From an optimization exercise on the open Yosys and OpenROAD flow, aimed at small area; shortcuts taken in it are not production practice. Power is estimated from default activity; no workload was simulated.

Setup of wip/quartz:
==> flow/design.v <==
package pcie_app_pkg;
    localparam int BUF_AW = 10;                  
    typedef logic [63:0]       qword_t;          
    typedef logic [BUF_AW-1:0] buf_addr_t;       
    typedef logic [4:0]        qword_cnt_t;      
endpackage
`timescale 1ns/100ps
module pcie_rx_dma_app (
    input  logic                     trn_clk,
    input  logic                     rst_n,
    input  pcie_app_pkg::qword_t     trn_rd,
    input  logic [7:0]               trn_rrem,
    input  logic                     trn_rsof_n,
    input  logic                     trn_reof_n,
    input  logic                     trn_rsrc_rdy_n,
    input  logic [6:0]               trn_rbar_hit_n,
    output logic                     trn_rdst_rdy_n,
    output pcie_app_pkg::qword_t     trn_td,
    output logic [7:0]               trn_trem_n,
    output logic                     trn_tsof_n,
    output logic                     trn_teof_n,
    output logic                     trn_tsrc_rdy_n,
    output logic                     trn_tsrc_dsc_n,
    input  logic                     trn_tdst_rdy_n,
    input  logic [3:0]               trn_tbuf_av,
    input  logic [15:0]              cfg_command,
    input  logic [7:0]               cfg_bus_number,
    input  logic [4:0]               cfg_device_number,
    input  logic [2:0]               cfg_function_number,
    output logic                     cfg_interrupt_n,
    input  logic                     cfg_interrupt_rdy_n,
    input  logic                     rx_trigger_tlp,
    output logic                     rx_trigger_tlp_ack,
    input  pcie_app_pkg::qword_cnt_t rx_qwords_to_send,
    input  logic                     rx_change_huge_page,
    output logic                     rx_change_huge_page_ack,
    output logic                     rx_huge_page_status_1,
    output logic                     rx_huge_page_status_2,
    output pcie_app_pkg::buf_addr_t  rx_commited_rd_address,
    output pcie_app_pkg::buf_addr_t  rx_rd_addr,
    input  pcie_app_pkg::qword_t     rx_rd_data
);
    assign trn_rdst_rdy_n = 1'b0;                
    assign trn_tsrc_dsc_n = 1'b1;                
    assign trn_trem_n     = 8'h00;               
    logic armed;                                 
    logic data_hit;
    logic wr_lo1, wr_hi1, wr_lo2, wr_hi2, wr_int;
    always_ff @(posedge trn_clk) begin
        if (!rst_n) begin
            armed <= 1'b0;
        end else if (!trn_rsrc_rdy_n) begin
            armed <= !trn_rsof_n && trn_reof_n && (trn_rd[63:56] == 8'h40) &&
                     (trn_rd[41:32] == 10'd1) && !trn_rbar_hit_n[0];
        end
    end
    assign data_hit = rst_n && !trn_rsrc_rdy_n && armed && !trn_reof_n && (trn_rrem == 8'h00);
    assign wr_lo1   = data_hit && (trn_rd[36:32] == 5'h00);
    assign wr_hi1   = data_hit && (trn_rd[36:32] == 5'h04);
    assign wr_lo2   = data_hit && (trn_rd[36:32] == 5'h08);
    assign wr_hi2   = data_hit && (trn_rd[36:32] == 5'h0C);
    assign wr_int   = data_hit && (trn_rd[36:32] == 5'h10);
    logic [63:2] page1, page2;
    always_ff @(posedge trn_clk) begin
        if (wr_lo1) page1[31:2]  <= trn_rd[31:2];
        if (wr_hi1) page1[63:32] <= trn_rd[31:0];
        if (wr_lo2) page2[31:2]  <= trn_rd[31:2];
        if (wr_hi2) page2[63:32] <= trn_rd[31:0];
    end
    logic hi1_q, hi2_q;                          
    logic int_c;                                 
    logic int_en;
    logic ready1, ready2;
    logic freeing;                               
    logic cur_sel;                               
    always_ff @(posedge trn_clk) begin
        hi1_q  <= wr_hi1;
        hi2_q  <= wr_hi2;
        int_c  <= rst_n && (wr_int ? trn_rd[0] : int_c);
        int_en <= rst_n && int_c;
    end
    always_ff @(posedge trn_clk) begin
        if (!rst_n) begin
            ready1 <= 1'b0;
            ready2 <= 1'b0;
        end else begin
            if (hi1_q)                   ready1 <= 1'b1;
            else if (freeing && cur_sel) ready1 <= 1'b0;
            if (hi2_q)                    ready2 <= 1'b1;
            else if (freeing && !cur_sel) ready2 <= 1'b0;
        end
    end
    assign rx_huge_page_status_1 = ready1;
    assign rx_huge_page_status_2 = ready2;
    logic send;                                  
    logic h2;                                    
    logic h1;                                    
    logic dp;                                    
    logic irq;
    logic irqw;
    logic idle;
    logic take_chg;
    logic take_trig;
    logic out_vld;
    logic last;                                  
    logic out_free;
    logic rd_pend;
    logic skid_vld;
    logic avail;
    logic issue;
    logic tlp_done;
    pcie_app_pkg::qword_cnt_t  rd_left;
    logic [17:0]               page_off;         
    pcie_app_pkg::buf_addr_t   rd_addr;
    pcie_app_pkg::buf_addr_t   commit;
    pcie_app_pkg::qword_t      out_q;
    pcie_app_pkg::qword_t      skid_q;
    logic [63:2]               base;
    logic [17:0] page_off_inc;
    logic [9:0]  rd_addr_inc;
    logic [4:0]  rd_left_dec;
    logic [18:0] po_c;
    logic [10:0] ra_c;
    logic [5:0]  rl_b;
    assign po_c[0] = 1'b1;
    assign ra_c[0] = 1'b1;
    assign rl_b[0] = 1'b1;
    for (genvar i = 0; i < 18; i++) begin : g_po
        assign page_off_inc[i] = page_off[i] ^ po_c[i];
        assign po_c[i+1]       = page_off[i] & po_c[i];
    end
    for (genvar i = 0; i < 10; i++) begin : g_ra
        assign rd_addr_inc[i] = rd_addr[i] ^ ra_c[i];
        assign ra_c[i+1]      = rd_addr[i] & ra_c[i];
    end
    for (genvar i = 0; i < 5; i++) begin : g_rl
        assign rd_left_dec[i] = rd_left[i] ^ rl_b[i];
        assign rl_b[i+1]      = !rd_left[i] & rl_b[i];
    end
    assign idle      = !(send || h2 || h1 || dp || irq || irqw);
    assign take_chg  = idle && rx_change_huge_page;
    assign take_trig = idle && !rx_change_huge_page && rx_trigger_tlp &&
                       (cur_sel ? ready2 : ready1) && cfg_command[2] && (trn_tbuf_av != 4'd0);
    assign out_free  = !out_vld || !trn_tdst_rdy_n;
    assign avail     = skid_vld || rd_pend;      
    assign issue     = (rd_left != '0) && ((h1 && out_free) || (dp && (out_free || !avail)));
    assign tlp_done  = last && !trn_tdst_rdy_n;
    always_ff @(posedge trn_clk) begin
        if (!rst_n) begin
            send     <= 1'b0;
            h2       <= 1'b0;
            h1       <= 1'b0;
            dp       <= 1'b0;
            irq      <= 1'b0;
            irqw     <= 1'b0;
            freeing  <= 1'b0;
            cur_sel  <= 1'b0;
            page_off <= '0;
            rd_addr  <= '0;
            commit   <= '0;
            rd_pend  <= 1'b0;
            skid_vld <= 1'b0;
            out_vld  <= 1'b0;
            last     <= 1'b0;
        end else begin
            send    <= take_trig;
            h2      <= send;
            h1      <= h2 || (h1 && !out_free);
            dp      <= (h1 && out_free) || (dp && !tlp_done);
            irq     <= (take_chg && int_en) || (irq && cfg_interrupt_rdy_n);
            irqw    <= (take_chg && !int_en) || (irq && !cfg_interrupt_rdy_n);
            freeing <= take_chg;
            if (take_chg) begin
                cur_sel  <= !cur_sel;
                page_off <= '0;
            end else if (issue) begin
                page_off <= page_off_inc;
            end
            if (issue) rd_addr <= rd_addr_inc;
            if (tlp_done) commit <= rd_addr;
            rd_pend  <= issue;
            skid_vld <= avail && !out_free;
            if (out_free) begin
                out_vld <= h2 || h1 || (dp && avail);
                last    <= dp && avail && (rd_left == '0);
            end
        end
    end
    always_ff @(posedge trn_clk) begin
        if (take_trig) begin
            rd_left <= rx_qwords_to_send;
        end else if (issue) begin
            rd_left <= rd_left_dec;
        end
    end
    assign base     = cur_sel ? page2 : page1;
    logic [20:3] sum_lo;
    logic [3:0]  cb;                             
    assign cb[0] = 1'b0;
    for (genvar k = 0; k < 3; k++) begin : g_blk
        logic [6:0] c0, c1;
        logic [5:0] s0, s1;
        assign c0[0] = 1'b0;
        assign c1[0] = 1'b1;
        for (genvar j = 0; j < 6; j++) begin : g_bit
            localparam int I = 3 + 6 * k + j;
            assign s0[j]   = base[I] ^ page_off[I-3] ^ c0[j];
            assign c0[j+1] = (base[I] & page_off[I-3]) | (c0[j] & (base[I] ^ page_off[I-3]));
            assign s1[j]   = base[I] ^ page_off[I-3] ^ c1[j];
            assign c1[j+1] = (base[I] & page_off[I-3]) | (c1[j] & (base[I] ^ page_off[I-3]));
        end
        assign sum_lo[3+6*k +: 6] = cb[k] ? s1 : s0;
        assign cb[k+1]            = cb[k] ? c1[6] : c0[6];
    end
    logic        hi_cin;
    logic [63:21] hi_inc;
    logic [5:0]  hb_ao;                          
    logic [5:0]  hb_cin;
    assign hi_cin = h1 && skid_q[0];
    for (genvar k = 0; k < 6; k++) begin : g_hb
        localparam int W = (k == 5) ? 3 : 8;
        logic [W:0] c;
        assign hb_ao[k]  = &skid_q[21+8*k +: W];
        assign hb_cin[k] = (k == 0) ? hi_cin : (hb_cin[k-1] && hb_ao[k-1]);
        assign c[0] = hb_cin[k];
        for (genvar j = 0; j < W; j++) begin : g_bit
            assign hi_inc[21+8*k+j] = skid_q[21+8*k+j] ^ c[j];
            assign c[j+1]           = skid_q[21+8*k+j] & c[j];
        end
    end
    always_ff @(posedge trn_clk) begin
        if (rd_pend && !out_free) begin
            skid_q <= rx_rd_data;
        end else if (!(take_trig || send || h2 || h1 || skid_vld)) begin
            skid_q <= {base[63:21], sum_lo, base[2], 1'b0, cb[3]};
        end
        if (out_free) begin
            if (h2) begin
                out_q <= {8'h60, 14'd0, 4'd0, rd_left, 1'b0,
                          cfg_bus_number, cfg_device_number, cfg_function_number,
                          8'h00, 8'hFF};
            end else if (h1 || skid_vld) begin
                out_q <= {hi_inc, skid_q[20:1], skid_q[0] && !h1};
            end else begin
                out_q <= rx_rd_data;
            end
        end
    end
    assign trn_td                  = out_q;
    assign trn_tsrc_rdy_n          = !out_vld;
    assign trn_tsof_n              = !h1;
    assign trn_teof_n              = !last;
    assign rx_trigger_tlp_ack      = tlp_done;
    assign rx_change_huge_page_ack = irqw;
    assign cfg_interrupt_n         = !irq;
    assign rx_commited_rd_address  = commit;
    assign rx_rd_addr              = rd_addr;
endmodule
Settings: LEC_CHECK=0, CAP_MARGIN=20, CORE_MARGIN=2, CORE_UTILIZATION=40, SLEW_MARGIN=20; clock period 5.0 ns.
standard.sh (not shown) runs the stock make flow with config.mk's settings and CLKGATE_MAP_FILE= SYNTH_SCRIPT=/design/flow/synth_recipe.tcl, a recipe that flattens the netlist after the stock synthesis.
==> flow/flow/run.sh <==
#!/bin/bash
# Standard synthesis and layout, with the port buffers as the smallest buffer
# cell and no dummy clock loads in CTS. Each step's full log is kept under
# orfs/logs; make's own output goes to flow_synth.log and flow_layout.log.
set -euo pipefail
bash standard.sh synth > flow_synth.log 2>&1
bash standard.sh finish \
    "BUFFER_PORTS_ARGS=-buffer_cell sky130_fd_sc_hd__buf_1" \
    "CTS_ARGS=-sink_clustering_enable -repair_clock_nets -dont_use_dummy_load" \
    > flow_layout.log 2>&1
The layout from wip/quartz, despite a flow that completed every stage, fails the layout checks, with the failing checks listed as setup timing.
The following lists how wip/violet was set up differently from wip/quartz:
-- flow/design.v --
<<< wip/quartz, line 117
    pcie_app_pkg::qword_t      skid_q;
    logic [63:2]               base;
    logic [17:0] page_off_inc;
    logic [9:0]  rd_addr_inc;
>>> wip/violet, line 117
    pcie_app_pkg::qword_t      skid_q;
    logic [63:2]               base;
    logic [63:3]               addr_sum;
    logic [17:0] page_off_inc;
    logic [9:0]  rd_addr_inc;
<<< wip/quartz, line 195
    end
    assign base     = cur_sel ? page2 : page1;
    logic [20:3] sum_lo;
    logic [3:0]  cb;                             
    assign cb[0] = 1'b0;
    for (genvar k = 0; k < 3; k++) begin : g_blk
        logic [6:0] c0, c1;
        logic [5:0] s0, s1;
        assign c0[0] = 1'b0;
        assign c1[0] = 1'b1;
        for (genvar j = 0; j < 6; j++) begin : g_bit
            localparam int I = 3 + 6 * k + j;
            assign s0[j]   = base[I] ^ page_off[I-3] ^ c0[j];
            assign c0[j+1] = (base[I] & page_off[I-3]) | (c0[j] & (base[I] ^ page_off[I-3]));
            assign s1[j]   = base[I] ^ page_off[I-3] ^ c1[j];
            assign c1[j+1] = (base[I] & page_off[I-3]) | (c1[j] & (base[I] ^ page_off[I-3]));
        end
        assign sum_lo[3+6*k +: 6] = cb[k] ? s1 : s0;
        assign cb[k+1]            = cb[k] ? c1[6] : c0[6];
    end
    logic        hi_cin;
    logic [63:21] hi_inc;
    logic [5:0]  hb_ao;                          
    logic [5:0]  hb_cin;
    assign hi_cin = h1 && skid_q[0];
    for (genvar k = 0; k < 6; k++) begin : g_hb
        localparam int W = (k == 5) ? 3 : 8;
        logic [W:0] c;
        assign hb_ao[k]  = &skid_q[21+8*k +: W];
        assign hb_cin[k] = (k == 0) ? hi_cin : (hb_cin[k-1] && hb_ao[k-1]);
        assign c[0] = hb_cin[k];
        for (genvar j = 0; j < W; j++) begin : g_bit
            assign hi_inc[21+8*k+j] = skid_q[21+8*k+j] ^ c[j];
            assign c[j+1]           = skid_q[21+8*k+j] & c[j];
        end
    end
>>> wip/violet, line 196
    end
    assign base     = cur_sel ? page2 : page1;
    logic [63:3] cy;
    assign cy[3] = 1'b0;
    for (genvar i = 3; i < 21; i++) begin : g_lo
        assign addr_sum[i] = base[i] ^ page_off[i-3] ^ cy[i];
        assign cy[i+1]     = (base[i] & page_off[i-3]) | (cy[i] & (base[i] ^ page_off[i-3]));
    end
    for (genvar i = 21; i < 64; i++) begin : g_hi
        assign addr_sum[i] = base[i] ^ cy[i];
        if (i < 63) begin : g_c
            assign cy[i+1] = base[i] & cy[i];
        end
    end
<<< wip/quartz, line 233
            skid_q <= rx_rd_data;
        end else if (!(take_trig || send || h2 || h1 || skid_vld)) begin
            skid_q <= {base[63:21], sum_lo, base[2], 1'b0, cb[3]};
        end
        if (out_free) begin
>>> wip/violet, line 212
            skid_q <= rx_rd_data;
        end else if (!(take_trig || send || h2 || h1 || skid_vld)) begin
            skid_q <= {addr_sum, base[2], 2'b00};
        end
        if (out_free) begin
<<< wip/quartz, line 241
                          8'h00, 8'hFF};
            end else if (h1 || skid_vld) begin
                out_q <= {hi_inc, skid_q[20:1], skid_q[0] && !h1};
            end else begin
                out_q <= rx_rd_data;
>>> wip/violet, line 220
                          8'h00, 8'hFF};
            end else if (h1 || skid_vld) begin
                out_q <= skid_q;
            end else begin
                out_q <= rx_rd_data;
Notes after the runs:
- Diff wip/quartz -> wip/violet: maximum cell stage delay along the critical path lost 30 ps, combinational cell fraction of total power increased 0.7 points.
- Row multiplexer area fraction after synthesis: wip/violet higher / wip/quartz lower
- Between wip/quartz and wip/violet, the die area does not differ in any meaningful way.
- In the reports for wip/violet and wip/quartz, the smaller worst path setup slack after routing belongs to wip/violet.
- Lower global-route wire length before repair among wip/violet and wip/quartz: wip/violet
- wip/violet against wip/quartz: global-route met2 utilization now smaller, design area now larger, clock network power share now larger.
- wip/violet: complete, dirty (setup timing)
- Diff wip/violet and wip/quartz: core utilization higher in wip/violet
- wip/violet -> wip/quartz: post-CTS clock slew at the launch and capture registers of the worst setup and hold paths flat
No functional check of the RTL was part of any run of this note.

[static timing again, ports no longer ideal]
No port has a modelled driver above. Below, the same layouts with a new extraction and two added sets of constraints. Step 1 assumes that a clkbuf_16 drives the clock port and a buf_2 every other input. Step 2, shift: input delay + t, output delay - t, t = (earliest + latest rising clock arrival at the registers) / 2. This alone moves slack from input paths to output paths. a / b / c = ideal / step 1 / step 2; a / b = the first two.
run	shift t [ns]	slack for setup (ns)	clock arrival spread, ns	slew at the worst register clock pin (ns)
wip/quartz	0.546	-1.371 / -1.371 / -1.371	0.031 / 0.031	0.06 / 0.06
wip/violet	0.544	-8.927 / -8.927 / -8.927	0.037 / 0.037	0.06 / 0.06
